What follows belongs to an exercise in optimizing a design on an open flow for small area; a production flow would make more cautious choices. Function was checked by simulation only, so behaviour that the tests miss may differ from the original. Power figures rest on the tool's default switching activity, not on a simulated workload.

## flow/config.mk

```make
export PLATFORM = sky130hd
export DESIGN_NAME = csr_regfile
export DESIGN_NICKNAME = csr_regfile
export VERILOG_FILES = /design/flow/design.v
export SDC_FILE = /design/flow/constraint.sdc
export NUM_CORES = 4
export LEC_CHECK = 0
export CAP_MARGIN = 20
export CORE_MARGIN = 2
export CORE_UTILIZATION = 40
export CTS_BUF_LIST = sky130_fd_sc_hd__clkbuf_4
export SLEW_MARGIN = 20
export SYNTH_HIERARCHICAL = 1
export SYNTH_MINIMUM_KEEP_SIZE = 0
```

## flow/constraint.sdc

```tcl
create_clock -name core_clock -period 7.0 [get_ports {clk}]
set_input_delay 1.4000 -clock core_clock [delete_from_list [all_inputs] [get_ports {clk}]]
set_output_delay 1.4000 -clock core_clock [all_outputs]
set_load 0.01 [all_outputs]
```

## flow/design.v

```verilog
package csr_pkg;
  localparam int CSR_XLEN = 64;
  localparam logic [11:0] CSR_MSTATUS  = 12'h300;
  localparam logic [11:0] CSR_MISA     = 12'h301;
  localparam logic [11:0] CSR_MIE      = 12'h304;
  localparam logic [11:0] CSR_MTVEC    = 12'h305;
  localparam logic [11:0] CSR_MSCRATCH = 12'h340;
  localparam logic [11:0] CSR_MEPC     = 12'h341;
  localparam logic [11:0] CSR_MCAUSE   = 12'h342;
  localparam logic [11:0] CSR_MTVAL    = 12'h343;
  localparam logic [11:0] CSR_MIP      = 12'h344;
  localparam logic [11:0] CSR_MCYCLE   = 12'hB00;
  localparam logic [11:0] CSR_MINSTRET = 12'hB02;
  localparam logic [CSR_XLEN-1:0] MISA_VALUE =
    64'h8000_0000_0000_0100;
  localparam int MSTATUS_MIE    = 3;
  localparam int MSTATUS_MPIE   = 7;
  localparam int MSTATUS_MPP_HI = 12;
  localparam int MSTATUS_MPP_LO = 11;
  typedef enum logic [1:0] {
    PRIV_U = 2'b00,
    PRIV_M = 2'b11
  } priv_e;
  typedef enum logic {
    ST_IDLE,
    ST_REDIRECT
  } redir_e;
  typedef struct packed {
    logic [11:0]         addr;
    logic [CSR_XLEN-1:0] data;
    logic                we;
  } csr_op_t;
endpackage
module csr_counter #(
  parameter int W = 64
) (
  input  logic         live_i,
  input  logic         inc_i,
  input  logic [2:0]   sel_i,      
  input  logic [W-1:0] q_i,
  input  logic [W-1:0] wdata0_i,
  input  logic [W-1:0] wdata1_i,
  input  logic [W-1:0] wdata2_i,
  output logic [W-1:0] d_o
);
  localparam int G  = 8;         
  localparam int NG = W / G;
  logic [W-1:0]  c;
  logic [NG:0]   gc;
  assign gc[0] = inc_i;
  for (genvar j = 0; j < NG; j++) begin : g_grp
    assign c[j*G] = gc[j];
    for (genvar k = 1; k < G; k++) begin : g_bit
      assign c[j*G+k] = c[j*G+k-1] & q_i[j*G+k-1];
    end
    assign gc[j+1] = gc[j] & (&q_i[j*G +: G]);
  end
  logic [W-1:0] inc_q;
  assign inc_q = q_i ^ c;
  logic keep, start;
  assign keep  = live_i & ~(|sel_i);
  assign start = ~live_i & ~(|sel_i) & inc_i;
  assign d_o = ({W{keep}}     & inc_q)
             | ({W{sel_i[0]}} & wdata0_i)
             | ({W{sel_i[1]}} & wdata1_i)
             | ({W{sel_i[2]}} & wdata2_i)
             | W'(start);
endmodule
module csr_regfile #(
  parameter int NUM_OPS = 3,
  parameter int XLEN    = 64
) (
  input  logic                    clk,
  input  logic                    reset,
  input  logic                    commit_valid,
  input  logic [NUM_OPS*(12+XLEN+1)-1:0] csr_ops,
  input  logic                    is_ecall,
  input  logic                    is_mret,
  input  logic [11:0]             raddr,
  output logic [XLEN-1:0]         rdata,
  output logic                    redirect_valid,
  output logic [XLEN-1:0]         redirect_pc,
  output logic [1:0]              priv_mode
);
  localparam int OPW = 12 + XLEN + 1;
  logic [11:0]     op_addr [NUM_OPS];
  logic [XLEN-1:0] op_data [NUM_OPS];
  logic            op_we   [NUM_OPS];
  for (genvar g = 0; g < NUM_OPS; g++) begin : g_ops
    assign op_we[g]   = csr_ops[g*OPW];
    assign op_data[g] = csr_ops[g*OPW+1 +: XLEN];
    assign op_addr[g] = csr_ops[g*OPW+1+XLEN +: 12];
  end
  localparam int R_MSTATUS  = 0;
  localparam int R_MIE      = 1;
  localparam int R_MTVEC    = 2;
  localparam int R_MSCRATCH = 3;
  localparam int R_MEPC     = 4;
  localparam int R_MCAUSE   = 5;
  localparam int R_MTVAL    = 6;
  localparam int R_MCYCLE   = 7;
  localparam int R_MINSTRET = 8;
  localparam int NREG       = 9;
  function automatic logic [NREG-1:0] decode(input logic [11:0] a);
    decode = '0;
    decode[R_MSTATUS]  = (a == csr_pkg::CSR_MSTATUS);
    decode[R_MIE]      = (a == csr_pkg::CSR_MIE);
    decode[R_MTVEC]    = (a == csr_pkg::CSR_MTVEC);
    decode[R_MSCRATCH] = (a == csr_pkg::CSR_MSCRATCH);
    decode[R_MEPC]     = (a == csr_pkg::CSR_MEPC);
    decode[R_MCAUSE]   = (a == csr_pkg::CSR_MCAUSE);
    decode[R_MTVAL]    = (a == csr_pkg::CSR_MTVAL);
    decode[R_MCYCLE]   = (a == csr_pkg::CSR_MCYCLE);
    decode[R_MINSTRET] = (a == csr_pkg::CSR_MINSTRET);
  endfunction
  logic live_q;
  always_ff @(posedge clk or posedge reset) begin
    if (reset) live_q <= 1'b0;
    else       live_q <= 1'b1;
  end
  logic [NREG-1:0] hit [NUM_OPS];
  for (genvar k = 0; k < NUM_OPS; k++) begin : g_hit
    assign hit[k] = (commit_valid & op_we[k]) ? decode(op_addr[k]) : '0;
  end
  logic [2:0] sel [NREG];
  logic       keep [NREG];
  for (genvar r = 0; r < NREG; r++) begin : g_sel
    assign sel[r][2] = hit[2][r];
    assign sel[r][1] = hit[1][r] & ~hit[2][r];
    assign sel[r][0] = hit[0][r] & ~hit[1][r] & ~hit[2][r];
    assign keep[r]   = live_q & ~(hit[0][r] | hit[1][r] | hit[2][r]);
  end
  logic [XLEN-1:0] mstatus_q, mie_q, mscratch_q, mcause_q, mtval_q;
  logic [XLEN-1:2] mtvec_q, mepc_q;
  logic [XLEN-1:0] mcycle_q, minstret_q;
  logic [XLEN-1:0] mstatus_n, mie_n, mscratch_n, mcause_n, mtval_n;
  logic [XLEN-1:2] mtvec_n, mepc_n;
  logic [XLEN-1:0] mcycle_n, minstret_n;
  csr_wsel #(.W(XLEN)) u_ws_mstatus (
    .keep_i(keep[R_MSTATUS]), .sel_i(sel[R_MSTATUS]), .q_i(mstatus_q),
    .d0_i(op_data[0]), .d1_i(op_data[1]), .d2_i(op_data[2]), .d_o(mstatus_n));
  csr_wsel #(.W(XLEN)) u_ws_mie (
    .keep_i(keep[R_MIE]), .sel_i(sel[R_MIE]), .q_i(mie_q),
    .d0_i(op_data[0]), .d1_i(op_data[1]), .d2_i(op_data[2]), .d_o(mie_n));
  csr_wsel #(.W(XLEN)) u_ws_mscratch (
    .keep_i(keep[R_MSCRATCH]), .sel_i(sel[R_MSCRATCH]), .q_i(mscratch_q),
    .d0_i(op_data[0]), .d1_i(op_data[1]), .d2_i(op_data[2]), .d_o(mscratch_n));
  csr_wsel #(.W(XLEN)) u_ws_mcause (
    .keep_i(keep[R_MCAUSE]), .sel_i(sel[R_MCAUSE]), .q_i(mcause_q),
    .d0_i(op_data[0]), .d1_i(op_data[1]), .d2_i(op_data[2]), .d_o(mcause_n));
  csr_wsel #(.W(XLEN)) u_ws_mtval (
    .keep_i(keep[R_MTVAL]), .sel_i(sel[R_MTVAL]), .q_i(mtval_q),
    .d0_i(op_data[0]), .d1_i(op_data[1]), .d2_i(op_data[2]), .d_o(mtval_n));
  csr_wsel #(.W(XLEN-2)) u_ws_mtvec (
    .keep_i(keep[R_MTVEC]), .sel_i(sel[R_MTVEC]), .q_i(mtvec_q),
    .d0_i(op_data[0][XLEN-1:2]), .d1_i(op_data[1][XLEN-1:2]),
    .d2_i(op_data[2][XLEN-1:2]), .d_o(mtvec_n));
  csr_wsel #(.W(XLEN-2)) u_ws_mepc (
    .keep_i(keep[R_MEPC]), .sel_i(sel[R_MEPC]), .q_i(mepc_q),
    .d0_i(op_data[0][XLEN-1:2]), .d1_i(op_data[1][XLEN-1:2]),
    .d2_i(op_data[2][XLEN-1:2]), .d_o(mepc_n));
  csr_counter #(.W(XLEN)) u_mcycle (
    .live_i   (live_q),
    .inc_i    (1'b1),
    .sel_i    (sel[R_MCYCLE]),
    .q_i      (mcycle_q),
    .wdata0_i (op_data[0]),
    .wdata1_i (op_data[1]),
    .wdata2_i (op_data[2]),
    .d_o      (mcycle_n)
  );
  csr_counter #(.W(XLEN)) u_minstret (
    .live_i   (live_q),
    .inc_i    (commit_valid),
    .sel_i    (sel[R_MINSTRET]),
    .q_i      (minstret_q),
    .wdata0_i (op_data[0]),
    .wdata1_i (op_data[1]),
    .wdata2_i (op_data[2]),
    .d_o      (minstret_n)
  );
  always_ff @(posedge clk) begin
    mstatus_q  <= mstatus_n;
    mie_q      <= mie_n;
    mscratch_q <= mscratch_n;
    mcause_q   <= mcause_n;
    mtval_q    <= mtval_n;
    mtvec_q    <= mtvec_n;
    mepc_q     <= mepc_n;
    mcycle_q   <= mcycle_n;
    minstret_q <= minstret_n;
  end
  logic take_trap, take_ret;
  assign take_trap = commit_valid && is_ecall;
  assign take_ret  = commit_valid && is_mret && !is_ecall;
  logic rv_q, trap_q;
  logic [1:0] priv_q;
  logic [1:0] mpp;
  assign mpp = live_q ? mstatus_q[csr_pkg::MSTATUS_MPP_HI:csr_pkg::MSTATUS_MPP_LO]
                      : 2'b00;
  always_ff @(posedge clk or posedge reset) begin
    if (reset) begin
      rv_q   <= 1'b0;
      priv_q <= csr_pkg::PRIV_M;
    end else begin
      rv_q <= take_trap | take_ret;
      if (take_trap)
        priv_q <= csr_pkg::PRIV_M;
      else if (take_ret)
        priv_q <= mpp;
    end
  end
  always_ff @(posedge clk)
    trap_q <= take_trap;
  logic ret_q;
  assign ret_q = ~trap_q;
  for (genvar i = 2; i < XLEN; i++) begin : g_rpc
    csr_ao22 u_rpc (
      .a_i(mtvec_q[i]), .as_i(trap_q), .b_i(mepc_q[i]), .bs_i(ret_q),
      .y_o(redirect_pc[i]));
  end
  assign redirect_pc[1:0] = 2'b00;
  assign redirect_valid = rv_q;
  assign priv_mode      = priv_q;
  logic [NREG-1:0] rsel;
  logic            rmisa;
  assign rsel  = live_q ? decode(raddr) : '0;
  assign rmisa = (raddr == csr_pkg::CSR_MISA);
  csr_rmux #(.W(XLEN)) u_rmux (
    .sel_i   (rsel),
    .misa_i  (rmisa),
    .r0_i    (mstatus_q),
    .r1_i    (mie_q),
    .r2_i    ({mtvec_q, 2'b00}),
    .r3_i    (mscratch_q),
    .r4_i    ({mepc_q, 2'b00}),
    .r5_i    (mcause_q),
    .r6_i    (mtval_q),
    .r7_i    (mcycle_q),
    .r8_i    (minstret_q),
    .rdata_o (rdata)
  );
endmodule
module csr_wsel #(
  parameter int W = 64
) (
  input  logic         keep_i,
  input  logic [2:0]   sel_i,
  input  logic [W-1:0] q_i,
  input  logic [W-1:0] d0_i,
  input  logic [W-1:0] d1_i,
  input  logic [W-1:0] d2_i,
  output logic [W-1:0] d_o
);
  for (genvar i = 0; i < W; i++) begin : g_bit
    csr_wsel_bit u_bit (
      .keep_i(keep_i), .sel_i(sel_i), .q_i(q_i[i]),
      .d0_i(d0_i[i]), .d1_i(d1_i[i]), .d2_i(d2_i[i]), .d_o(d_o[i]));
  end
endmodule
module csr_rmux #(
  parameter int W = 64
) (
  input  logic [8:0]   sel_i,
  input  logic         misa_i,
  input  logic [W-1:0] r0_i,
  input  logic [W-1:0] r1_i,
  input  logic [W-1:0] r2_i,
  input  logic [W-1:0] r3_i,
  input  logic [W-1:0] r4_i,
  input  logic [W-1:0] r5_i,
  input  logic [W-1:0] r6_i,
  input  logic [W-1:0] r7_i,
  input  logic [W-1:0] r8_i,
  output logic [W-1:0] rdata_o
);
  localparam logic [W-1:0] MISA = W'(csr_pkg::MISA_VALUE);
  for (genvar i = 0; i < W; i++) begin : g_bit
    csr_rmux_bit #(.MISA(MISA[i])) u_bit (
      .sel_i(sel_i), .misa_i(misa_i),
      .r_i({r8_i[i], r7_i[i], r6_i[i], r5_i[i], r4_i[i], r3_i[i], r2_i[i],
            r1_i[i], r0_i[i]}),
      .rdata_o(rdata_o[i]));
  end
endmodule
module csr_wsel_bit (
  input  logic       keep_i,
  input  logic [2:0] sel_i,
  input  logic       q_i,
  input  logic       d0_i,
  input  logic       d1_i,
  input  logic       d2_i,
  output logic       d_o
);
  assign d_o = (keep_i & q_i) | (sel_i[0] & d0_i) | (sel_i[1] & d1_i)
             | (sel_i[2] & d2_i);
endmodule
module csr_rmux_bit #(
  parameter logic MISA = 1'b0
) (
  input  logic [8:0] sel_i,
  input  logic       misa_i,
  input  logic [8:0] r_i,
  output logic       rdata_o
);
  logic [2:0] n;
  for (genvar g = 0; g < 3; g++) begin : g_aoi
    csr_aoi222 u_aoi (
      .a_i(sel_i[3*g +: 3]), .b_i(r_i[3*g +: 3]), .y_o(n[g]));
  end
  assign rdata_o = ~(&n) | (misa_i & MISA);
endmodule
module csr_aoi222 (
  input  logic [2:0] a_i,
  input  logic [2:0] b_i,
  output logic       y_o
);
  assign y_o = ~|(a_i & b_i);
endmodule
module csr_ao22 (
  input  logic a_i,
  input  logic as_i,
  input  logic b_i,
  input  logic bs_i,
  output logic y_o
);
  assign y_o = (a_i & as_i) | (b_i & bs_i);
endmodule
```

## flow/flow/run.sh

```bash
#!/bin/bash
# Layout flow: the standard layout (standard.sh), with the port buffers
# that placement inserts on every input and output made from buf_1 cells
# instead of the default delay buffers. Everything else, including the
# synthesis, is the standard flow. make's full output goes to flow_make.log
# here; each ORFS step also keeps its own log under orfs/logs/.
set -euo pipefail
bash standard.sh "BUFFER_PORTS_ARGS=-buffer_cell sky130_fd_sc_hd__buf_1" finish \
  > flow_make.log 2>&1
```

## flow/standard.sh

```bash
#!/bin/bash
# synth_recipe.tcl (not shown) runs the flow's synth.tcl, then flattens the netlist and writes it again
# the make line also repeats each setting of config.mk as NAME=value (left out here)
make -C /OpenROAD-flow-scripts/flow DESIGN_CONFIG=/design/flow/config.mk WORK_HOME=/design/flow/orfs CLKGATE_MAP_FILE= SYNTH_SCRIPT=/design/flow/synth_recipe.tcl "${@:-finish}"
```

==> results of run 1 <==
==> worst register-to-register path, stage by stage, from the launching register on <==
cell and delay, ns:
sky130_fd_sc_hd__dfxtp_1 0.39, sky130_fd_sc_hd__nand3_1 0.16, sky130_fd_sc_hd__or3_1 0.66, sky130_fd_sc_hd__nor4_1 0.41, sky130_fd_sc_hd__buf_4 0.22, sky130_fd_sc_hd__ha_1 0.18, sky130_fd_sc_hd__ha_1 0.16, sky130_fd_sc_hd__ha_1 0.14
sky130_fd_sc_hd__ha_1 0.14, sky130_fd_sc_hd__ha_1 0.17, sky130_fd_sc_hd__ha_1 0.18, sky130_fd_sc_hd__ha_1 0.17, sky130_fd_sc_hd__xnor2_1 0.12, sky130_fd_sc_hd__o21ai_1 0.08
==> per-stage QoR <==
step,utilization (%),setup TNS [ns]
after floorplan,-,-55.10
after global placement,45.02,0
after detailed placement,45.10,0
after CTS,48.05,0
after global routing,48.08,0
final,48.09,0
==> Yosys stat by module, one instance, submodules excluded, a selection <==
| module | cells inside | flops+latches |
|---|---|---|
| csr_aoi222 | 1 | 0 |
| csr_ao22 | 1 | 0 |
| csr_regfile | 710 | 577 |
| csr_wsel_bit | 3 | 0 |
==> layer usage <==
metal | track usage (%) | wire length (µm) | up-vias
met4 | 21.17 | 7654 | 16
met5 | 0 | 85 | -
met2 | 58.50 | 62450 | 2638
met1 | 45.12 | 50840 | 15969
met3 | 9.726 | 17080 | 595
li1 | - | - | 13836
==> cells by family (layout without fill, tap and decap cells) <==
family	after synthesis	count (layout)
AO/OA/AOI/OAI	1289	1289
XOR/XNOR	16	16
adder cells (fa/ha/maj)	112	112
buffers and inverters	69	729
flip-flops	577	577
multiplexers	2	2
other	2	22
AND/OR/NAND/NOR	909	909
==> area by class of cell <==
type | count | area [µm²]
Multi-Input combinational cell | 2338 | 16570
Fill cell | 6828 | 36160
Inverter | 4 | 15.01
Tap cell | 940 | 1176
Antenna cell | 12 | 30.03
Clock inverter | 41 | 260.3
Sequential cell | 577 | 11570
Timing Repair Buffer | 445 | 2082
Clock buffer | 239 | 1794
==> worst max-delay path by stage <==
stage | end | slack (ns) | depth (start not counted)
finish | rdata[51] | 1.31 | 6
global route | rdata[31] | 1.24 | 6
CTS | rdata[31] | 1.33 | 6
detailed placement | rdata[38] | 1.49 | 9
global placement | rdata[36] | 1.52 | 9
floorplan | mstatus_q[10] | -0.29 | 6
==> state kept, by name, summed over array words and instances, names as in the netlist, 2 cells and up <==
signal      cells
mtval_q        64
mscratch_q     64
minstret_q     64
mepc_q         62
mtvec_q        62
priv_q          2
mstatus_q      64
mcause_q       64
mcycle_q       64
mie_q          64
==> cells in the mapped netlist, types with 13 or more instances <==
library cell / instances / area share (%)
sky130_fd_sc_hd__nand4_1: 34 / 0.76
sky130_fd_sc_hd__a222oi_1: 320 / 11
sky130_fd_sc_hd__nor3_1: 13 / 0.23
sky130_fd_sc_hd__dfxtp_1: 573 / 41
sky130_fd_sc_hd__xnor2_1: 16 / 0.50
sky130_fd_sc_hd__o21ai_1: 16 / 0.29
sky130_fd_sc_hd__nand3_1: 64 / 1.1
sky130_fd_sc_hd__nor4_1: 20 / 0.45
sky130_fd_sc_hd__ha_1: 112 / 5.0
sky130_fd_sc_hd__a22o_1: 62 / 1.9
sky130_fd_sc_hd__clkbuf_1: 50 / 0.67
sky130_fd_sc_hd__nand2_1: 675 / 9.0
sky130_fd_sc_hd__a22oi_1: 888 / 24
==> power by group <==
part / internal, mW / switching [mW]
Sequential: 3.29 / 0.0116
Clock: 1.67 / 1.53
Combinational: 0.0670 / 0.308
==> metrics.md, run 1 <==
| Metric | Value |
|---|---|
| Cell count after placement | around 4300 |
| Number of vias after detailed routing | 33054 |
| Startpoint of the worst register-to-register path | minstret_q[7] |
| Post-cts resize count | 0 |
| Register-to-Register Setup Slack | roughly 3.7 ns |
| Post-Synth XOR/XNOR Area | less than 1% |
| Number of H-tree branching levels | 4 |
| Synthesized netlist cell count | 2976 |
| Total leakage power | roughly 14 nW |
| Die area | a little over 70000 µm² |
| Highest Clock Rate | approximately 180 MHz |
| Pre-CTS worst setup slack | 1.489 ns |
| Post-layout power | just under 7 mW |
| Final setup slack of the worst path | about 1.3 ns |
| Clock-pin transition on the worst setup and hold timing paths | ~0.060 ns |
| Power per unit of standard cell area | approximately 200 nW/µm² |
| Yosys reg bits | slightly below 600 |
| Critical setup path kind | reg -> out |
| CP endpoint kind | output port |
| Post-synthesis share of cell area spent on and, or, nand and nor gates | between 10% and 20% |
| Number of placed I/O pins | 379 |
| Antenna violation net count after detailed routing | 0 |
| Max-slew violations | 0 |
| Combinational family with the most area after synthesis | compound AO/OA/AOI/OAI gates |
| Number of nets in the final layout | a little under 4000 |
| GRT Resource Usage Total | between 30 and 40% |
| Required arrival time at the worst endpoint | 5.60 ns |
| Measured slew at the worst slew-check pin | roughly 1.3 ns |
| Final setup skew | 0.08385 ns |
| Most common cell after layout, fill and taps aside | sky130_fd_sc_hd__a22oi_1 |
| Arr. time, crit path | between 4 and 5 ns |
| TritonCTS sink count | slightly below 600 |
| DRC errors left | 0 |
| Count of synthesis-stage warnings from yosys | 19 |
| Fraction of final layout cells with drive strength greater than 1 | about a tenth |
| Final critical path time including I/O delays and setup | 5.695 ns |
| Wire length reported by the detailed router | roughly 140000 µm |
| Critical Path Slowest Stage Cell | sky130_fd_sc_hd__nor2_4 |
| Initial DRT Pass Iterations | 13 |
| Final HPWL from detailed placement | ~80000 µm |
| Max IR drop VDD | 0.1082 mV |
| Multiplexer share of the synthesized area | less than 1% |
| Effective utilization at floorplan | roughly two fifths |
| Sequential element share of the synthesized area | ~41% |
| GP Congestion | about 0.9 |
| Area share of fa/ha/maj cells after synthesis | under 10% |
| Count of placed standard cells in the final layout, fillers left out | ~4600 |
| Maximum clock insertion buffer count | 3 |
| RSZ-0062 raised after global routing | false |
| Layout Area Growth over Synthesis | 19.50% |
| Count of hold buffers inserted by post-cts repair | 0 |
| Clock buffers created by TritonCTS | ~160 |
| Most used cells in the layout excluding fill and tap cells | 888 x sky130_fd_sc_hd__a22oi_1, 675 x sky130_fd_sc_hd__nand2_1, 572 x sky130_fd_sc_hd__dfxtp_1 |
| Final-report hold violation count | 0 |
| WL/cell | roughly 30 µm |
| Min Hold Slack | about 0.23 ns |
| CP Launch Type | flip-flop |
| List of cells traversed by the critical path | or3b_2 -> nor2_4 -> buf_12 -> a222oi_1 -> nand3_1 -> buf_1 |
| Total setup buffers inserted after CTS | 0 |
| Netlist cell types | 48 |
| Total number of placement rows | a little under 100 |
| Initial antenna violation count | 18 |
| I/O Buffers | between 300 and 400 |
| Buffers & Inverters on Critical Path | 2 |
| CTS tree | done |
| Width of the chip | between 200 and 300 µm |
| Die outline height | about 270 µm |
| Run status | finished clean |
| Post-route design area | ~34000 µm² |
| Pin count of the biggest net entering global routing | 67 |
| Placement Cell Area | approximately 31000 µm² |
| Vias in the first global route | ~32000 |
| Total core area | around 70000 µm² |
| Routed vias/inst | 7.192 |
| Cell Area, Synth | about 28000 µm² |
| Primary flip-flop cell chosen by synthesis mapping | sky130_fd_sc_hd__dfxtp_1 |
| Period utilisation layout | approximately four fifths |
| Reg-to-reg endpoint | minstret_q[63] |
| Largest stage delay, worst path | slightly above 0.9 ns |
| Number of cell instances on the worst register-to-register path | 13 |
| Max-Cap Viols | 0 |
| Worst setup path start | live_q |
| Hold WC Path Type | in -> async |
| CP Max Fanout | 25 |
| First-pass GRT wire length | 202200 µm |
| Share of the synthesized area in compound gates (AO/OA/AOI/OAI) | between 30 and 40% |
| Worst-Skew Late Latency | about 1.1 ns |
| Post-Synthesis Mean Instance Area | ~9.4 µm² |
| Async set-reset flop share out of synthesis | less than 1% |
| Final setup violation count | 0 |
| Root buf cell | sky130_fd_sc_hd__clkbuf_4 |
| Drt first-iter violations | between 5000 and 6000 |
| Critical path's top delay family | simple AND/OR/NAND/NOR gates |
| Worst slew margin relative to its limit | between 10% and 20% |
| Number of synthesized flops with an enable pin | 0 |
| Grt ovf | 0 |
==> inputs of run 2 (changes only) <==
==> flow/flow/run.sh (replaced) <==
#!/bin/bash
# Layout flow: the standard layout (standard.sh) with two changes.
# - The port buffers that placement puts on every input and output are buf_1
#   cells instead of the default delay buffers.
# - Clock tree synthesis uses clkbuf_8 buffers in clusters of at most 15 sinks
#   and adds no dummy loads.
# Everything else, including the synthesis, is the standard flow. make's full
# output goes to flow_make.log here; each ORFS step also keeps its own log
# under orfs/logs/.
set -euo pipefail
CTS="-sink_clustering_enable -repair_clock_nets -dont_use_dummy_load"
CTS="$CTS -buf_list sky130_fd_sc_hd__clkbuf_8"
CTS="$CTS -sink_clustering_size 15 -sink_clustering_max_diameter 60"
bash standard.sh \
  "BUFFER_PORTS_ARGS=-buffer_cell sky130_fd_sc_hd__buf_1" \
  "CTS_ARGS=$CTS" \
  finish > flow_make.log 2>&1
--- a/flow/config.mk
+++ b/flow/config.mk
@@ -10,3 +10,2 @@
 export CORE_UTILIZATION = 40
-export CTS_BUF_LIST = sky130_fd_sc_hd__clkbuf_4
 export SLEW_MARGIN = 20
==> run 2 against run 1 <==
- largest cell class unchanged
- largest power group unchanged
- combinational power barely moved
- area after synthesis did not move
- global-route usage fell by 0.67 points
- sequential power barely moved
- still clean on timing, DRC and antenna
- die area did not move
- critical endpoint is now rdata[39]
- core utilization fell by 1.9 points
- synthesized cell count did not move
- final cell count fell by 5.0%
==> metrics.md, run 2 <==
| Metric | Value |
|---|---|
| Number of instances on the worst hold path | 2 |
| Critical Path Slowest Stage Cell | sky130_fd_sc_hd__and3_2 |
| Grt ovf | 0 |
| Area share of fa/ha/maj cells after synthesis | approximately 5% |
| Wire length reported by the detailed router | ~140000 µm |
| Most common cell after layout, fill and taps aside | sky130_fd_sc_hd__a22oi_1 |
| Number of placed I/O pins | 379 |
| Post-Synth XOR/XNOR Area | less than 1% |
| Final critical path time including I/O delays and setup | around 5.6 ns |
| Vias in the first global route | between 30000 and 40000 |
| Total number of placement rows | between 90 and 100 |
| Measured slew at the worst slew-check pin | about 1.2 ns |
| Most used cells in the layout excluding fill and tap cells | 888 x sky130_fd_sc_hd__a22oi_1, 675 x sky130_fd_sc_hd__nand2_1, 572 x sky130_fd_sc_hd__dfxtp_1 |
| Initial antenna violation count | 19 |
| Primary flip-flop cell chosen by synthesis mapping | sky130_fd_sc_hd__dfxtp_1 |
| DRC errors left | 0 |
| Register-to-Register Setup Slack | 3.67 ns |
| Number of cell instances on the worst register-to-register path | 12 |
| Post-cts resize count | 0 |
| TritonCTS sink count | between 500 and 600 |
| Yosys reg bits | approximately 580 |
| GRT Resource Usage Total | about 36% |
| Largest stage delay, worst path | about 0.75 ns |
| Drt first-iter violations | slightly below 6000 |
| Multi-input gate area | between 15000 and 20000 µm² |
| Final-report hold violation count | 0 |
| Clock buffers created by TritonCTS | 51 |
| Total setup buffers inserted after CTS | 0 |
| Initial DRT Pass Iterations | 14 |
| Antenna violation net count after detailed routing | 0 |
| Post-synthesis share of cell area spent on and, or, nand and nor gates | around 15% |
| Min Hold Slack | 0.4864 ns |
| Root buf cell | sky130_fd_sc_hd__clkbuf_8 |
| Layout Area Growth over Synthesis | 14.66% |
| Highest Clock Rate | ~180 MHz |
| CP Launch Type | input port |
| Register Area | 11570 µm² |
| Die area | just over 70000 µm² |
| Cell type with the largest total area after synthesis | sky130_fd_sc_hd__dfxtp_1 |
| Share of the synthesized area in compound gates (AO/OA/AOI/OAI) | between 30 and 40% |
| Sequential element share of the synthesized area | 41.29% |
| Period utilisation layout | between 80 and 90% |
| Run status | finished clean |
| Count of hold buffers inserted by post-cts repair | 0 |
| Total core area | about 70000 µm² |
| List of cells traversed by the critical path | buf_1 -> nor4bb_1 -> and4b_1 -> and3_2 -> buf_12 -> buf_4 -> a222oi_1 -> nand3_1 -> buf_1 |
| Post-layout power | between 5 and 6 mW |
| Final HPWL from detailed placement | approximately 80000 µm |
| Most numerous cell on the critical path | sky130_fd_sc_hd__buf_1 |
| Most instantiated library cell after synthesis | sky130_fd_sc_hd__a22oi_1 |
| Die outline height | roughly 270 µm |
| I/O Buffers | approximately 380 |
| Largest cells by area after synthesis | sky130_fd_sc_hd__dfxtp_1 41%, sky130_fd_sc_hd__a22oi_1 24%, sky130_fd_sc_hd__a222oi_1 11% |
| Max IR drop VDD | around 0.11 mV |
| Hold WC Path Type | reg -> reg |
| Power per unit of standard cell area | between 150 and 200 nW/µm² |
| Arr. time, crit path | 4.22 ns |
| Pin count of the biggest net entering global routing | 67 |
| RSZ-0062 raised after global routing | false |
| Width of the chip | 268.7 µm |
| Critical setup path kind | in -> out |
| Netlist cell types | 48 |
| CP endpoint kind | output port |
| Fill cell instance count of the final layout | about 7000 |
| Top cells by instance count after synthesis | 888 x sky130_fd_sc_hd__a22oi_1, 675 x sky130_fd_sc_hd__nand2_1, 573 x sky130_fd_sc_hd__dfxtp_1, 320 x sky130_fd_sc_hd__a222oi_1, 112 x sky130_fd_sc_hd__ha_1 |
| Synth top area share | about two fifths |
| Synthesized netlist cell count | around 3000 |
| First-pass GRT wire length | ~200000 µm |
| Cell Area, Synth | roughly 28000 µm² |
| Final setup skew | 0.06765 ns |
| Worst-Skew Late Latency | between 0.7 and 0.8 ns |
| Routed vias/inst | approximately 7.3 |
| Number of H-tree branching levels | 2 |
| CTS tree | done |
| Required arrival time at the worst endpoint | ~5.6 ns |
| Buffers & Inverters on Critical Path | 4 |
| Number of synthesized flops with an enable pin | 0 |
| Fraction of final layout cells with drive strength greater than 1 | around 5.3% |
| Number of vias after detailed routing | between 30000 and 40000 |
| Max-Cap Viols | 0 |
| WP depth | 9 |
| Worst slew margin relative to its limit | between 10% and 20% |
| Post-Synthesis Mean Instance Area | 9.420 µm² |
| Max-slew violations | 0 |
| Combinational family with the most area after synthesis | compound AO/OA/AOI/OAI gates |
| Async set-reset flop share out of synthesis | less than 1% |
| GP Congestion | between 0.9 and 1 |
| Count of synthesis-stage warnings from yosys | 19 |
| Multiplexer share of the synthesized area | 0.07141% |
| Effective utilization at floorplan | about 40% |
| CP Max Fanout | 31 |
| Maximum clock insertion buffer count | 3 |
| Total leakage power | 13.25 nW |
| Critical path's top delay family | simple AND/OR/NAND/NOR gates |
| Final setup violation count | 0 |
| WL/cell | approximately 31 µm |
| Clock-pin transition on the worst setup and hold timing paths | 0.07 ns |
| Number of nets in the final layout | 3777 |
run 2: worst paths after layout:
kind                        startpoint            to
min in group asynchronous        reset          rv_q
max in group asynchronous        reset     priv_q[0]
setup reg to reg           mcycle_q[8]  mcycle_q[55]
hold reg to reg              mie_q[21]     mie_q[21]
setup / recovery              raddr[7]     rdata[39]
hold / removal               mie_q[21]     mie_q[21]
run 2: per-module statistics from Yosys, one instance, submodules excluded, excerpt:
module | times used | cells inside | area, µm² | flip-flops and latches
csr_wsel_bit | 444 | 3 | 18.77 | 0
csr_aoi222 | 192 | 1 | 10.01 | 0
csr_regfile | 1 | 710 | 12520 | 577
csr_ao22 | 62 | 1 | 8.758 | 0
run 2: area by class of cell:
cell class              count  share of cell area, %
diodes                     10                0.07785
clock buffers              51                  2.184
inverters                   4                0.04671
multi-input cells        2338                  51.55
flip-flops and latches    577                  36.01
well taps                 940                  3.659
repair buffers            445                  6.477
run 2: worst register-to-register path, stage by stage, from the launching register on:
cell and delay (ns):
sky130_fd_sc_hd__dfxtp_1 0.42, sky130_fd_sc_hd__nand4_1 0.25, sky130_fd_sc_hd__or4_4 0.65, sky130_fd_sc_hd__nor4_1 0.40
sky130_fd_sc_hd__ha_1 0.26, sky130_fd_sc_hd__ha_1 0.16, sky130_fd_sc_hd__ha_1 0.16, sky130_fd_sc_hd__ha_1 0.17
sky130_fd_sc_hd__ha_1 0.16, sky130_fd_sc_hd__ha_1 0.14, sky130_fd_sc_hd__ha_1 0.18, sky130_fd_sc_hd__xnor2_1 0.12
sky130_fd_sc_hd__o21ai_1 0.07
run 2: per-layer routing:
layer	up-vias	global-route usage [%]	wire length, µm
met5	-	0	105
met4	20	19.92	8046
met3	596	8.731	16490
met2	2465	57.82	61300
met1	15471	44.83	50210
li1	13436	-	-
run 2: report_power, final:
part	internal, mW	switching, mW	leakage (nW)
clock network	0.648	1.18	0.367
registers	3.29	0.0115	4.66
logic	0.0670	0.308	8.23
total	4.00	1.50	13.3
run 2: cells by family (layout without fill, tap and decap cells):
kind of cell    Yosys count  in the layout
compound gates         1289           1289
simple gates            909            909
flops                   577            577
fa+ha+maj               112            112
buf+inv                  69            500
xor+xnor                 16             16
other cells               2             20
mux                       2              2
run 2: per-stage QoR:
step                cell area [µm²]  TNS (ns)  std cells  setup WS [ns]  util, %
finish                        32140         0       4365          1.376    46.14
global placement              31360         0       4302          1.524    45.02
detailed placement            31420         0       4304          1.489    45.10
global route                  32140         0       4364          1.297    46.14
floorplan                     28170    -55.10       2984        -0.2949        -
CTS                           32120         0       4355          1.488    46.10
==> inputs of run 3 (changes only) <==
--- a/flow/design.v
+++ b/flow/design.v
@@ -294,4 +294,13 @@
 );
-  assign d_o = (keep_i & q_i) | (sel_i[0] & d0_i) | (sel_i[1] & d1_i)
-             | (sel_i[2] & d2_i);
+  logic n_new, n_keep;
+  csr_aoi222 u_new (.a_i(sel_i), .b_i({d2_i, d1_i, d0_i}), .y_o(n_new));
+  csr_nand2 u_keep (.a_i(keep_i), .b_i(q_i), .y_o(n_keep));
+  csr_nand2 u_out (.a_i(n_new), .b_i(n_keep), .y_o(d_o));
+endmodule
+module csr_nand2 (
+  input  logic a_i,
+  input  logic b_i,
+  output logic y_o
+);
+  assign y_o = ~(a_i & b_i);
 endmodule
==> run 3 against run 2 <==
- core utilization increased by 0.094 points
- via count is 1.5% higher
- first-iteration DRC count is 48% higher
- combinational power is 1% lower
==> metrics.md, run 3 <==
| Metric | Value |
|---|---|
| Clock buffers created by TritonCTS | 52 |
| CP Launch Type | input port |
| Count of hold buffers inserted by post-cts repair | 0 |
| Fraction of final layout cells with drive strength greater than 1 | under 10% |
| Most used cells in the layout excluding fill and tap cells | 1119 x sky130_fd_sc_hd__nand2_1, 764 x sky130_fd_sc_hd__a222oi_1, 572 x sky130_fd_sc_hd__dfxtp_1 |
| Register-to-Register Setup Slack | about 3.6 ns |
| GRT Resource Usage Total | 36.54% |
| Total leakage power | 13.62 nW |
| Power per unit of standard cell area | around 170 nW/µm² |
| Run status | finished clean |
| Root buf cell | sky130_fd_sc_hd__clkbuf_8 |
| Layout Area Growth over Synthesis | 15.00% |
| Part of the total power dissipated in combinational logic | 6.8% |
| Part of the power in the clock network | approximately a third |
| Number of nets in the final layout | approximately 3800 |
| Die area | 70810 µm² |
| Critical setup path kind | in -> out |
| First-pass GRT wire length | 199300 µm |
| Number of synthesized flops with an enable pin | 0 |
| Final critical path time including I/O delays and setup | about 5.9 ns |
| Worst-Skew Late Latency | just over 0.7 ns |
| Post-cts resize count | 0 |
| Cell Area, Synth | approximately 27000 µm² |
| Final HPWL from detailed placement | roughly 80000 µm |
| Post-route design area | between 30000 and 40000 µm² |
| Async set-reset flop share out of synthesis | 0.6932% |
| Sequential element share of the synthesized area | a little over two fifths |
| Largest stage delay, worst path | between 0.9 and 1 ns |
| Measured slew at the worst slew-check pin | approximately 1.2 ns |
| Drt first-iter violations | around 8600 |
| Number of placed I/O pins | ~380 |
| GP Congestion | roughly 0.9 |
| Min Hold Slack | ~0.44 ns |
| Placement Cell Area | 30800 µm² |
| Effective utilization at floorplan | about 40% |
| Synth top area share | about two fifths |
| Initial antenna violation count | 18 |
| CP endpoint kind | output port |
| Cell type with the largest total area after synthesis | sky130_fd_sc_hd__dfxtp_1 |
| Pin count of the biggest net entering global routing | 68 |
| Yosys reg bits | 577 |
| Max IR drop VDD | ~0.13 mV |
| Worst slew margin relative to its limit | 19.91% |
| Most instantiated library cell after synthesis | sky130_fd_sc_hd__nand2_1 |
| Switching power summed over all nets | 1.478 mW |
| DRC errors left | 0 |
| Initial DRT Pass Iterations | 17 |
| Count of synthesis-stage warnings from yosys | 19 |
| Netlist cell types | 47 |
| Antenna violation net count after detailed routing | 0 |
| RSZ-0062 raised after global routing | false |
| Buffers & Inverters on Critical Path | 3 |
| Internal power summed over all cells | between 4 and 5 mW |
| Total setup buffers inserted after CTS | 0 |
| Total core area | 68350 µm² |
| Die outline height | ~270 µm |
| Vias in the first global route | about 31000 |
| Primary flip-flop cell chosen by synthesis mapping | sky130_fd_sc_hd__dfxtp_1 |
| Total number of placement rows | 96 |
| Required arrival time at the worst endpoint | 5.60 ns |
| I/O Buffers | 376 |
| Critical path's top delay family | simple AND/OR/NAND/NOR gates |
| Fraction of power spent switching nets | between 20 and 30% |
| Number of vias after detailed routing | 32465 |
| Period utilisation layout | between 80 and 90% |
| Most numerous cell on the critical path | sky130_fd_sc_hd__buf_1 |
| Grt ovf | 0 |
| Count of placed standard cells in the final layout, fillers left out | 4326 |
| Hold WC Path Type | reg -> reg |
| Width of the chip | between 200 and 300 µm |
| Seq pwr share | 60.1% |
| Max-Cap Viols | 0 |
| CTS tree | done |
| Largest cells by area after synthesis | sky130_fd_sc_hd__dfxtp_1 42%, sky130_fd_sc_hd__a222oi_1 28%, sky130_fd_sc_hd__nand2_1 15% |
| Most common cell after layout, fill and taps aside | sky130_fd_sc_hd__nand2_1 |
| Number of H-tree branching levels | 2 |
| Max-slew violations | 0 |
| List of cells traversed by the critical path | buf_1 -> nor4bb_1 -> and4b_1 -> nor3b_4 -> buf_12 -> a222oi_1 -> nand3_1 -> buf_1 |
| Top cells by instance count after synthesis | 1119 x sky130_fd_sc_hd__nand2_1, 764 x sky130_fd_sc_hd__a222oi_1, 573 x sky130_fd_sc_hd__dfxtp_1, 112 x sky130_fd_sc_hd__ha_1, 64 x sky130_fd_sc_hd__nand3_1 |
| Final setup skew | 0.04882 ns |
| WL/cell | between 30 and 40 µm |
| Wire length reported by the detailed router | ~140000 µm |
| Clock-pin transition on the worst setup and hold timing paths | ~0.070 ns |
| Maximum clock insertion buffer count | 3 |
| Cell count after placement | about 4300 |
| Setup total negative slack | 0 ns |
| Post-Synthesis Mean Instance Area | 9.233 µm² |
| Final-report hold violation count | 0 |
| Final setup violation count | 0 |
| CP Max Fanout | 26 |
| TritonCTS sink count | about 580 |
| Highest Clock Rate | approximately 170 MHz |
| Arr. time, crit path | roughly 4.5 ns |
| Critical Path Slowest Stage Cell | sky130_fd_sc_hd__nor3b_4 |
| Synthesized netlist cell count | about 3000 |
| Routed vias/inst | between 7 and 8 |
[run 3: cell count changes in the layout (fill, tap and decap cells not counted)]
cell and change:
sky130_fd_sc_hd__a222oi_1 +444, sky130_fd_sc_hd__diode_2 +3, sky130_fd_sc_hd__and4bb_4 +1, sky130_fd_sc_hd__buf_16 -1, sky130_fd_sc_hd__a22oi_1 -888, sky130_fd_sc_hd__buf_6 +2, sky130_fd_sc_hd__buf_4 +17, sky130_fd_sc_hd__nand2_1 +444
sky130_fd_sc_hd__and3_2 +1, sky130_fd_sc_hd__clkbuf_8 +1, sky130_fd_sc_hd__and4bb_2 -1, sky130_fd_sc_hd__and3_4 -1, sky130_fd_sc_hd__buf_12 -3
[run 3: metrics by stage]
step | power [mW] | setup slack (ns) | util (%)
after floorplan | 3.454 | -0.9112 | -
after global placement | 3.716 | 1.262 | 45.06
after detailed placement | 3.726 | 1.172 | 45.07
after CTS | 5.485 | 1.153 | 46.11
after global routing | 5.629 | 1.235 | 46.22
final | 5.492 | 1.150 | 46.23
[run 3: final cells by class]
class | instances | area, µm²
Fill cell | 6596 | 36750
Multi-Input combinational cell | 2338 | 16010
Sequential cell | 577 | 11570
Timing Repair Buffer | 460 | 2145
Tap cell | 882 | 1104
Clock buffer | 52 | 715.7
Antenna cell | 13 | 32.53
Inverter | 4 | 15.01
[run 3: final timing paths]
path,endpoint,startpoint,depth (start not counted)
min in group asynchronous,rv_q,reset,2
worst max-delay path,rdata[53],raddr[7],8
worst max register to register,mcycle_q[63],mcycle_q[6],13
max in group asynchronous,priv_q[0],reset,2
worst min-delay path,mie_q[61],mie_q[61],2
worst min register to register,mie_q[61],mie_q[61],2
[run 3: power by group through the flow]
| stage | combinational (mW) | clock [mW] | sequential (mW) |
|---|---|---|---|
| 2_1_floorplan | 0.0808 | 0 | 3.37 |
| 3_3_place_gp | 0.341 | 0 | 3.38 |
| 3_5_place_dp | 0.351 | 0 | 3.38 |
| 4_1_cts | 0.351 | 1.83 | 3.30 |
| 5_1_grt | 0.384 | 1.94 | 3.30 |
| 6_report | 0.371 | 1.82 | 3.30 |
[run 3: per-layer routing]
metal	part of all wire (%)	wire, µm	global-route usage (%)	up-vias
met3	14	19520	9.630	555
met4	5.8	7896	21.26	10
li1	-	-	-	13460
met5	0.044	60	0	-
met1	35	48250	44.95	15549
met2	44	60610	57.66	2891
[run 3: Yosys stat by module (local to each module, per instance), excerpt]
module | cells inside | flip-flops and latches | cell area [µm²]
csr_nand2 | 1 | 0 | 3.754
csr_regfile | 710 | 577 | 12520
csr_ao22 | 1 | 0 | 8.758
csr_aoi222 | 1 | 0 | 10.01
[run 3: tightest hold or removal path, cell delays in order (launching register included)]
cell and delay, ns:
sky130_fd_sc_hd__dfxtp_1 0.31, sky130_fd_sc_hd__nand2_1 0.05, sky130_fd_sc_hd__nand2_1 0.04
[run 3: kinds of logic (layout without fill, tap and decap cells)]
logic type / after synthesis / in the layout / synth area share (%)
and+or+nand+nor: 1353 / 1353 / 21.02
AOI/OAI and AO/OA: 845 / 845 / 30.16
DFF: 577 / 577 / 42.12
adders and majority gates: 112 / 112 / 5.100
buffers and inverters: 69 / 516 / 0.9835
xor gates and xnor gates: 16 / 16 / 0.5100
other: 2 / 23 / 0.02733
muxes: 2 / 2 / 0.07286
==> inputs of run 4 (changes only) <==
--- a/flow/design.v
+++ b/flow/design.v
@@ -34,3 +34,4 @@
 module csr_counter #(
-  parameter int W = 64
+  parameter int W = 64,
+  parameter bit ALWAYS_INC = 1'b0    
 ) (
@@ -49,3 +50,3 @@
   logic [NG:0]   gc;
-  assign gc[0] = inc_i;
+  assign gc[0] = ALWAYS_INC | inc_i;
   for (genvar j = 0; j < NG; j++) begin : g_grp
@@ -61,3 +62,3 @@
   assign keep  = live_i & ~(|sel_i);
-  assign start = ~live_i & ~(|sel_i) & inc_i;
+  assign start = ~live_i & ~(|sel_i) & (ALWAYS_INC | inc_i);
   assign d_o = ({W{keep}}     & inc_q)
@@ -161,5 +162,5 @@
     .d2_i(op_data[2][XLEN-1:2]), .d_o(mepc_n));
-  csr_counter #(.W(XLEN)) u_mcycle (
+  csr_counter #(.W(XLEN), .ALWAYS_INC(1'b1)) u_mcycle (
     .live_i   (live_q),
-    .inc_i    (1'b1),
+    .inc_i    (1'b0),
     .sel_i    (sel[R_MCYCLE]),
--- a/flow/config.mk
+++ b/flow/config.mk
@@ -7,6 +7,6 @@
 export LEC_CHECK = 0
-export CAP_MARGIN = 20
+export CAP_MARGIN = 5
 export CORE_MARGIN = 2
 export CORE_UTILIZATION = 40
-export SLEW_MARGIN = 20
+export SLEW_MARGIN = 5
 export SYNTH_HIERARCHICAL = 1
==> run 4 against run 3 <==
- clock-buffer cell count fell by 1
- core utilization fell by 0.20 points
- non-clock buffer count fell by 12
- critical path depth did not move
- clock power barely moved
- routed wire length fell by 2.2%
- critical path type unchanged
- largest power group unchanged
==> metrics.md, run 4 <==
| Metric | Value |
|---|---|
| Run status | finished clean |
| Yosys reg bits | 577 |
| Final-report hold violation count | 0 |
| First-pass GRT wire length | slightly below 200000 µm |
| Fraction of final layout cells with drive strength greater than 1 | 5.422% |
| Sequential element share of the synthesized area | a little over two fifths |
| Most numerous cell on the critical path | sky130_fd_sc_hd__buf_1 |
| DRC errors left | 0 |
| I/O Buffers | between 300 and 400 |
| Most common cell after layout, fill and taps aside | sky130_fd_sc_hd__nand2_1 |
| Post-route design area | around 31000 µm² |
| Number of vias after detailed routing | roughly 32000 |
| Power per unit of standard cell area | 174.8 nW/µm² |
| CP endpoint kind | output port |
| RSZ-0062 raised after global routing | false |
| Number of H-tree branching levels | 2 |
| GP Congestion | about 0.94 |
| Post-layout power | ~5.5 mW |
| CP Launch Type | input port |
| Count of synthesis-stage warnings from yosys | 19 |
| Netlist cell types | 50 |
| Number of synthesized flops with an enable pin | 0 |
| Grt ovf | 0 |
| Routed vias/inst | ~7.4 |
| Width of the chip | around 270 µm |
| Max-Cap Viols | 0 |
| Drt first-iter violations | 8233 |
| Clock buffers created by TritonCTS | 51 |
| Pin count of the biggest net entering global routing | 68 |
| Seq pwr share | 60.1% |
| Synth top area share | between 40% and 50% |
| Final critical path time including I/O delays and setup | around 5.8 ns |
| Clock-pin transition on the worst setup and hold timing paths | ~0.1 ns |
| Primary flip-flop cell chosen by synthesis mapping | sky130_fd_sc_hd__dfxtp_1 |
| Hold WC Path Type | reg -> reg |
| Part of the power in the clock network | 33.2% |
| Largest stage delay, worst path | 0.67 ns |
| Final setup violation count | 0 |
| Part of the total power dissipated in combinational logic | 6.7% |
| Async set-reset flop share out of synthesis | less than 1% |
| Most used cells in the layout excluding fill and tap cells | 1121 x sky130_fd_sc_hd__nand2_1, 764 x sky130_fd_sc_hd__a222oi_1, 572 x sky130_fd_sc_hd__dfxtp_1 |
| Layout Area Growth over Synthesis | 14.47% |
| List of cells traversed by the critical path | buf_1 -> nor4bb_1 -> nand4b_1 -> nor2_4 -> buf_4 -> a222oi_1 -> nand3_1 -> buf_1 |
| Fraction of power spent switching nets | roughly 27% |
| Cell type with the largest total area after synthesis | sky130_fd_sc_hd__dfxtp_1 |
| Top cells by instance count after synthesis | 1121 x sky130_fd_sc_hd__nand2_1, 764 x sky130_fd_sc_hd__a222oi_1, 573 x sky130_fd_sc_hd__dfxtp_1, 111 x sky130_fd_sc_hd__ha_1, 64 x sky130_fd_sc_hd__nand3_1 |
| Initial antenna violation count | 20 |
| Highest Clock Rate | 173.9 MHz |
| Required arrival time at the worst endpoint | around 5.6 ns |
| Most instantiated library cell after synthesis | sky130_fd_sc_hd__nand2_1 |
| Cell Area, Synth | 27440 µm² |
| Switching power summed over all nets | between 1 and 1.5 mW |
| Maximum clock insertion buffer count | 3 |
| Max-slew violations | 0 |
| Critical Path Slowest Stage Cell | sky130_fd_sc_hd__nor2_4 |
| Final HPWL from detailed placement | slightly below 80000 µm |
| Vias in the first global route | approximately 31000 |
| Number of placed I/O pins | approximately 380 |
| CP Max Fanout | 25 |
| Total leakage power | around 14 nW |
| Worst slew margin relative to its limit | 14.42% |
| Initial DRT Pass Iterations | 17 |
| Wire length reported by the detailed router | approximately 130000 µm |
| Final setup skew | slightly above 0.05 ns |
| Post-cts resize count | 0 |
| Count of hold buffers inserted by post-cts repair | 0 |
| Largest cells by area after synthesis | sky130_fd_sc_hd__dfxtp_1 42%, sky130_fd_sc_hd__a222oi_1 28%, sky130_fd_sc_hd__nand2_1 15% |
| Count of placed standard cells in the final layout, fillers left out | between 4000 and 5000 |
| Die outline height | 265.9 µm |
| GRT Resource Usage Total | between 30 and 40% |
| Total setup buffers inserted after CTS | 0 |
| Arr. time, crit path | around 4.4 ns |
| WL/cell | about 31 µm |
| Measured slew at the worst slew-check pin | about 1.3 ns |
| Number of nets in the final layout | 3773 |
| Total core area | roughly 68000 µm² |
| Period utilisation layout | around 82% |
| Max IR drop VDD | about 0.13 mV |
| Root buf cell | sky130_fd_sc_hd__clkbuf_8 |
| Antenna violation net count after detailed routing | 0 |
| Total number of placement rows | 96 |
| Cell count after placement | between 4000 and 5000 |
| TritonCTS sink count | about 580 |
| Critical path's top delay family | simple AND/OR/NAND/NOR gates |
| Worst-Skew Late Latency | 0.71 ns |
| Die area | about 70000 µm² |
| Synthesized netlist cell count | around 3000 |
| CTS tree | done |
| Placement Cell Area | 30670 µm² |
| Effective utilization at floorplan | roughly 40% |
| Buffers & Inverters on Critical Path | 3 |
| Internal power summed over all cells | approximately 4 mW |
| Critical setup path kind | in -> out |
| Post-Synthesis Mean Instance Area | 9.233 µm² |
==> run 4: changes by cell type after synthesis, moves of 2 or more <==
cell,change
sky130_fd_sc_hd__nor2_1,+2
sky130_fd_sc_hd__o21ai_0,+8
sky130_fd_sc_hd__nor4_1,-3
sky130_fd_sc_hd__nand2_1,+2
sky130_fd_sc_hd__buf_2,+5
sky130_fd_sc_hd__buf_1,-5
sky130_fd_sc_hd__o21ai_1,-8
==> run 4: final timing paths <==
check                                from              to  slack (ns)  depth (start not counted)
setup / recovery                 raddr[7]        rdata[3]        1.25                          8
hold reg to reg                  mie_q[1]        mie_q[1]        0.44                          2
setup reg to reg           minstret_q[12]  minstret_q[63]        3.28                         12
hold / removal                   mie_q[1]        mie_q[1]        0.44                          2
min in group asynchronous           reset            rv_q        0.53                          2
max in group asynchronous           reset       priv_q[1]        6.24                          2
==> run 4: kinds of logic after synthesis <==
group	Yosys count	share of synthesized area [%]
and+or+nand+nor	1352	20.99
xor gates and xnor gates	16	0.5107
AOI/OAI and AO/OA	845	30.20
adders and majority gates	111	5.061
DFF	577	42.18
other	2	0.02737
muxes	1	0.03648
buffers and inverters	68	0.9940
==> run 4: worst reg2reg max path, delay by kind of cell, from the launching register on <==
family | cells | cell delay, ns
AND/OR/NAND/NOR | 3 | 1.68
AO/OA/AOI/OAI | 1 | 0.07
flip-flops | 1 | 0.41
adder cells (fa/ha/maj) | 7 | 1.30
XOR/XNOR | 1 | 0.12
==> run 4: area by class of cell <==
class / count / area, µm²
inverters: 4 / 15.01
flip-flops and latches: 577 / 11570
fillers: 6710 / 36820
well taps: 882 / 1104
repair buffers: 448 / 2014
multi-input cells: 2332 / 15960
clock buffers: 51 / 701.9
diodes: 17 / 42.54
==> run 4: power groups by stage <==
stage	clock network [mW]	registers, mW	logic, mW
floorplan	0	3.37	0.0802
global placement	0	3.37	0.338
detailed placement	0	3.37	0.348
CTS	1.83	3.30	0.349
global route	1.95	3.30	0.382
finish	1.83	3.30	0.367
==> run 4: through the flow <==
stage	setup TNS, ns	hold WS (ns)	worst slack [ns]	utilization (%)
after global routing	0	0.4558	1.195	46.02
after CTS	0	0.4402	1.421	45.98
after floorplan	-160.49	0.4145	-0.9112	-
after detailed placement	0	0.4283	1.417	44.95
final	0	0.4421	1.248	46.04
after global placement	0	0.4220	1.424	44.95
==> run 4: per-module statistics from Yosys, one instance, submodules excluded, excerpt <==
module | area [µm²] | copies in the design | cells | flops+latches
csr_nand2 | 3.754 | 888 | 1 | 0
csr_aoi222 | 10.01 | 636 | 1 | 0
csr_ao22 | 8.758 | 62 | 1 | 0
csr_regfile | 12520 | 1 | 710 | 577
==> run 4: layer usage <==
metal / track usage (%) / share of wire [%]
met3: 6.876 / 13
met1: 44.99 / 36
met2: 58.13 / 45
met5: 0 / 0.049
met4: 18.81 / 4.7
==> inputs of run 5 (changes only) <==
--- a/flow/flow/run.sh
+++ b/flow/flow/run.sh
@@ -4,3 +4,3 @@
 #   cells instead of the default delay buffers.
-# - Clock tree synthesis uses clkbuf_8 buffers in clusters of at most 15 sinks
+# - Clock tree synthesis uses clkbuf_8 buffers in clusters of at most 16 sinks
 #   and adds no dummy loads.
@@ -12,3 +12,3 @@
 CTS="$CTS -buf_list sky130_fd_sc_hd__clkbuf_8"
-CTS="$CTS -sink_clustering_size 15 -sink_clustering_max_diameter 60"
+CTS="$CTS -sink_clustering_size 16 -sink_clustering_max_diameter 70"
 bash standard.sh \
==> run 5 against run 4 <==
- final cell count decreased by 0.12%
- sequential share of layout area is 0.081 points higher
- area after synthesis unchanged
- sequential power is essentially flat
- power shrank 1.5%
- combinational power is essentially flat
- hold slack got worse by 0.0054 ns
- clock-buffer cell count is 5 lower
- clock power is 5% lower
- critical endpoint is now rdata[6]
- highest routed layer unchanged
==> metrics.md, run 5 <==
| Metric | Value |
|---|---|
| Pin count of the biggest net entering global routing | between 60 and 70 |
| Fill cell instance count of the final layout | 6704 |
| Final HPWL from detailed placement | just under 80000 µm |
| Drt first-iter violations | ~8300 |
| Die area | just over 70000 µm² |
| List of cells traversed by the critical path | buf_1 -> nor4bb_1 -> nand4b_1 -> nor2_4 -> buf_4 -> a222oi_1 -> nand3_1 -> buf_1 |
| Total number of placement rows | between 90 and 100 |
| Primary flip-flop cell chosen by synthesis mapping | sky130_fd_sc_hd__dfxtp_1 |
| Period utilisation layout | between 80% and 90% |
| Maximum clock insertion buffer count | 3 |
| Clock-pin transition on the worst setup and hold timing paths | around 0.04 ns |
| Fraction of final layout cells with drive strength greater than 1 | under 10% |
| Count of synthesis-stage warnings from yosys | 19 |
| Final setup violation count | 0 |
| CP endpoint kind | output port |
| Routed vias/inst | between 7 and 8 |
| Combinational family with the most area after synthesis | compound AO/OA/AOI/OAI gates |
| First-pass GRT wire length | around 200000 µm |
| Post-layout util | between 40% and 50% |
| Yosys reg bits | just under 600 |
| Post-Synthesis Mean Instance Area | roughly 9.2 µm² |
| Largest stage delay, worst path | 0.67 ns |
| DRC errors left | 0 |
| Post-cts resize count | 0 |
| Placement Cell Area | approximately 30000 µm² |
| Critical setup path kind | in -> out |
| Clock buffers created by TritonCTS | 46 |
| TritonCTS sink count | slightly below 600 |
| Count of placed standard cells in the final layout, fillers left out | 4306 |
| Hold path startpoint | mstatus_q[14] |
| Setup total negative slack | 0 ns |
| Number of H-tree branching levels | 2 |
| Number of placed I/O pins | around 380 |
| Wire length reported by the detailed router | between 100000 and 150000 µm |
| Met3 Track Usage GR | under 10% |
| Total setup buffers inserted after CTS | 0 |
| Highest Clock Rate | 176.0 MHz |
| Initial antenna violation count | 20 |
| Count of hold buffers inserted by post-cts repair | 0 |
| Multiplexer share of the synthesized area | less than 1% |
| Max IR drop VDD | between 0.1 and 0.15 mV |
| Power per unit of standard cell area | approximately 170 nW/µm² |
| Cell Area, Synth | roughly 27000 µm² |
| Number of cell instances on the worst register-to-register path | 12 |
| CTS tree | done |
| CP Max Fanout | 22 |
| Min Hold Slack | 0.4367 ns |
| Top cells by instance count after synthesis | 1121 x sky130_fd_sc_hd__nand2_1, 764 x sky130_fd_sc_hd__a222oi_1, 573 x sky130_fd_sc_hd__dfxtp_1, 111 x sky130_fd_sc_hd__ha_1, 64 x sky130_fd_sc_hd__nand3_1 |
| CP Launch Type | input port |
| Cell type with the largest total area after synthesis | sky130_fd_sc_hd__dfxtp_1 |
| Die outline height | around 270 µm |
| Largest cells by area after synthesis | sky130_fd_sc_hd__dfxtp_1 42%, sky130_fd_sc_hd__a222oi_1 28%, sky130_fd_sc_hd__nand2_1 15% |
| Total leakage power | about 13 nW |
| Vias in the first global route | between 30000 and 40000 |
| Netlist cell types | 50 |
| WL/cell | slightly above 30 µm |
| Run status | finished clean |
| Met1 usage | approximately 45% |
| Sequential element share of the synthesized area | about 42% |
| Buffers & Inverters on Critical Path | 3 |
| Most numerous cell on the critical path | sky130_fd_sc_hd__buf_1 |
| Async set-reset flop share out of synthesis | less than 1% |
| Hold WC Path Type | reg -> reg |
| Arr. time, crit path | between 4 and 5 ns |
| Final-report hold violation count | 0 |
| Number of instances on the worst hold path | 2 |
| Required arrival time at the worst endpoint | about 5.6 ns |
| Most common cell after layout, fill and taps aside | sky130_fd_sc_hd__nand2_1 |
| Most used cells in the layout excluding fill and tap cells | 1121 x sky130_fd_sc_hd__nand2_1, 764 x sky130_fd_sc_hd__a222oi_1, 572 x sky130_fd_sc_hd__dfxtp_1 |
| Critical Path Slowest Stage Cell | sky130_fd_sc_hd__nor2_4 |
| Measured slew at the worst slew-check pin | around 1.3 ns |
| Most instantiated library cell after synthesis | sky130_fd_sc_hd__nand2_1 |
| Root buf cell | sky130_fd_sc_hd__clkbuf_8 |
| Total core area | 68230 µm² |
| Width of the chip | around 270 µm |
| I/O Buffers | 376 |
| Register-to-Register Setup Slack | about 3.3 ns |
| Worst slew margin relative to its limit | between 10% and 20% |
| Pre-CTS worst setup slack | between 1 and 1.5 ns |
| Busiest grt layer | met2 |
| Final setup skew | ~0.096 ns |
| Post-Synth XOR/XNOR Area | 0.5107% |
| Layout Area Growth over Synthesis | 14.22% |
| Post-synthesis share of cell area spent on and, or, nand and nor gates | a little over a fifth |
| Worst-Skew Late Latency | around 0.7 ns |
| Grt ovf | 0 |
| Cell count after placement | roughly 4200 |
| GRT Resource Usage Total | approximately 36% |
| Hold Path Sink | mstatus_q[14] |
| Post-layout power | 5.405 mW |
| Synthesized netlist cell count | roughly 3000 |
| RSZ-0062 raised after global routing | false |
| Final critical path time including I/O delays and setup | 5.680 ns |
| Synth top area share | about two fifths |
| Critical path's top delay family | simple AND/OR/NAND/NOR gates |
| Number of nets in the final layout | around 3800 |
| Final setup slack of the worst path | ~1.3 ns |
| Initial DRT Pass Iterations | 19 |
| Startpoint of the worst register-to-register path | minstret_q[8] |
| Effective utilization at floorplan | 40.22% |
| Number of synthesized flops with an enable pin | 0 |
| Antenna violation net count after detailed routing | 0 |
| Number of vias after detailed routing | roughly 32000 |
| GP Congestion | around 0.94 |
| Post-route design area | 31340 µm² |
| Reg-to-reg endpoint | minstret_q[63] |
| Area share of fa/ha/maj cells after synthesis | under 10% |
| Share of the synthesized area in compound gates (AO/OA/AOI/OAI) | between 30% and 40% |
| Max-Cap Viols | 0 |
| Met2 Resource Use GR | between 50% and 60% |
| Worst setup path start | raddr[7] |
| Max-slew violations | 0 |
run 5: worst min-delay path, delay by kind of cell (launching register included):
family	cells	cell delay [ns]
AND/OR/NAND/NOR	2	0.09
flip-flops	1	0.30
run 5: per-module statistics from Yosys (local to each module, per instance), a selection:
module       cells  times used
csr_regfile    710           1
csr_aoi222       1         636
csr_ao22         1          62
csr_nand2        1         888
run 5: worst max-delay path by stage:
stage / endpoint / slack, ns / cells past startpoint
5_1_grt: rdata[6] / 1.17 / 8
3_3_place_gp: rdata[3] / 1.42 / 8
6_report: rdata[6] / 1.32 / 8
2_1_floorplan: mie_q[0] / -0.91 / 5
3_5_place_dp: rdata[3] / 1.42 / 8
4_1_cts: rdata[3] / 1.42 / 8
run 5: final cells by class:
type | count | area [µm²] | area share, %
clock buffers | 46 | 633.1 | 2.020
flip-flops and latches | 577 | 11570 | 36.93
repair buffers | 448 | 2014 | 6.427
inverters | 4 | 15.01 | 0.04791
multi-input cells | 2332 | 15960 | 50.92
well taps | 882 | 1104 | 3.521
diodes | 17 | 42.54 | 0.1357
run 5: cells by family (layout without fill, tap and decap cells):
family,count (synthesis),in the layout
AOI/OAI and AO/OA,845,845
xor gates and xnor gates,16,16
adders and majority gates,111,111
buffers and inverters,68,498
DFF,577,577
muxes,1,1
other,2,24
and+or+nand+nor,1352,1352
run 5: power breakdown:
part / switching, mW / internal (mW) / leakage, nW / total (mW)
registers: 0.00876 / 3.29 / 4.66 / 3.30
logic: 0.300 / 0.0672 / 8.47 / 0.367
clock network: 1.15 / 0.588 / 0.331 / 1.74
run 5: per-layer routing:
layer | routed length, µm | up-vias
li1 | - | 13388
met1 | 48460 | 15552
met2 | 60590 | 2715
met3 | 17920 | 448
met4 | 6191 | 14
met5 | 92 | -

-- what the ideal ports hide --
No port has a modelled driver above. Below, the same layouts with a new extraction and two added sets of constraints. Step 1 assumes that a clkbuf_16 drives the clock port and a buf_2 every other input. Step 2, shift: input delay + t, output delay - t, t = (earliest + latest rising clock arrival at the registers) / 2. This alone moves slack from input paths to output paths. Slacks: no drivers / after step 1 / after step 2; pairs: no drivers / after step 1.
run | shift t [ns] | setup WS [ns] | slew at the worst register clock pin (ns)
run 1 | 1.088 | 1.305 / 1.239 / 1.351 | 0.08 / 0.08
run 2 | 0.749 | 1.376 / 1.353 / 1.353 | 0.11 / 0.11
run 3 | 0.759 | 1.150 / 1.129 / 1.129 | 0.11 / 0.11
run 4 | 0.761 | 1.248 / 1.224 / 1.224 | 0.11 / 0.11
run 5 | 0.728 | 1.320 / 1.295 / 1.295 | 0.11 / 0.11
After both steps setup and hold are still met in every run listed. For run 5, which loses most, drivers alone change the setup slack by -0.025 ns; drivers and shift together by -0.025 ns.
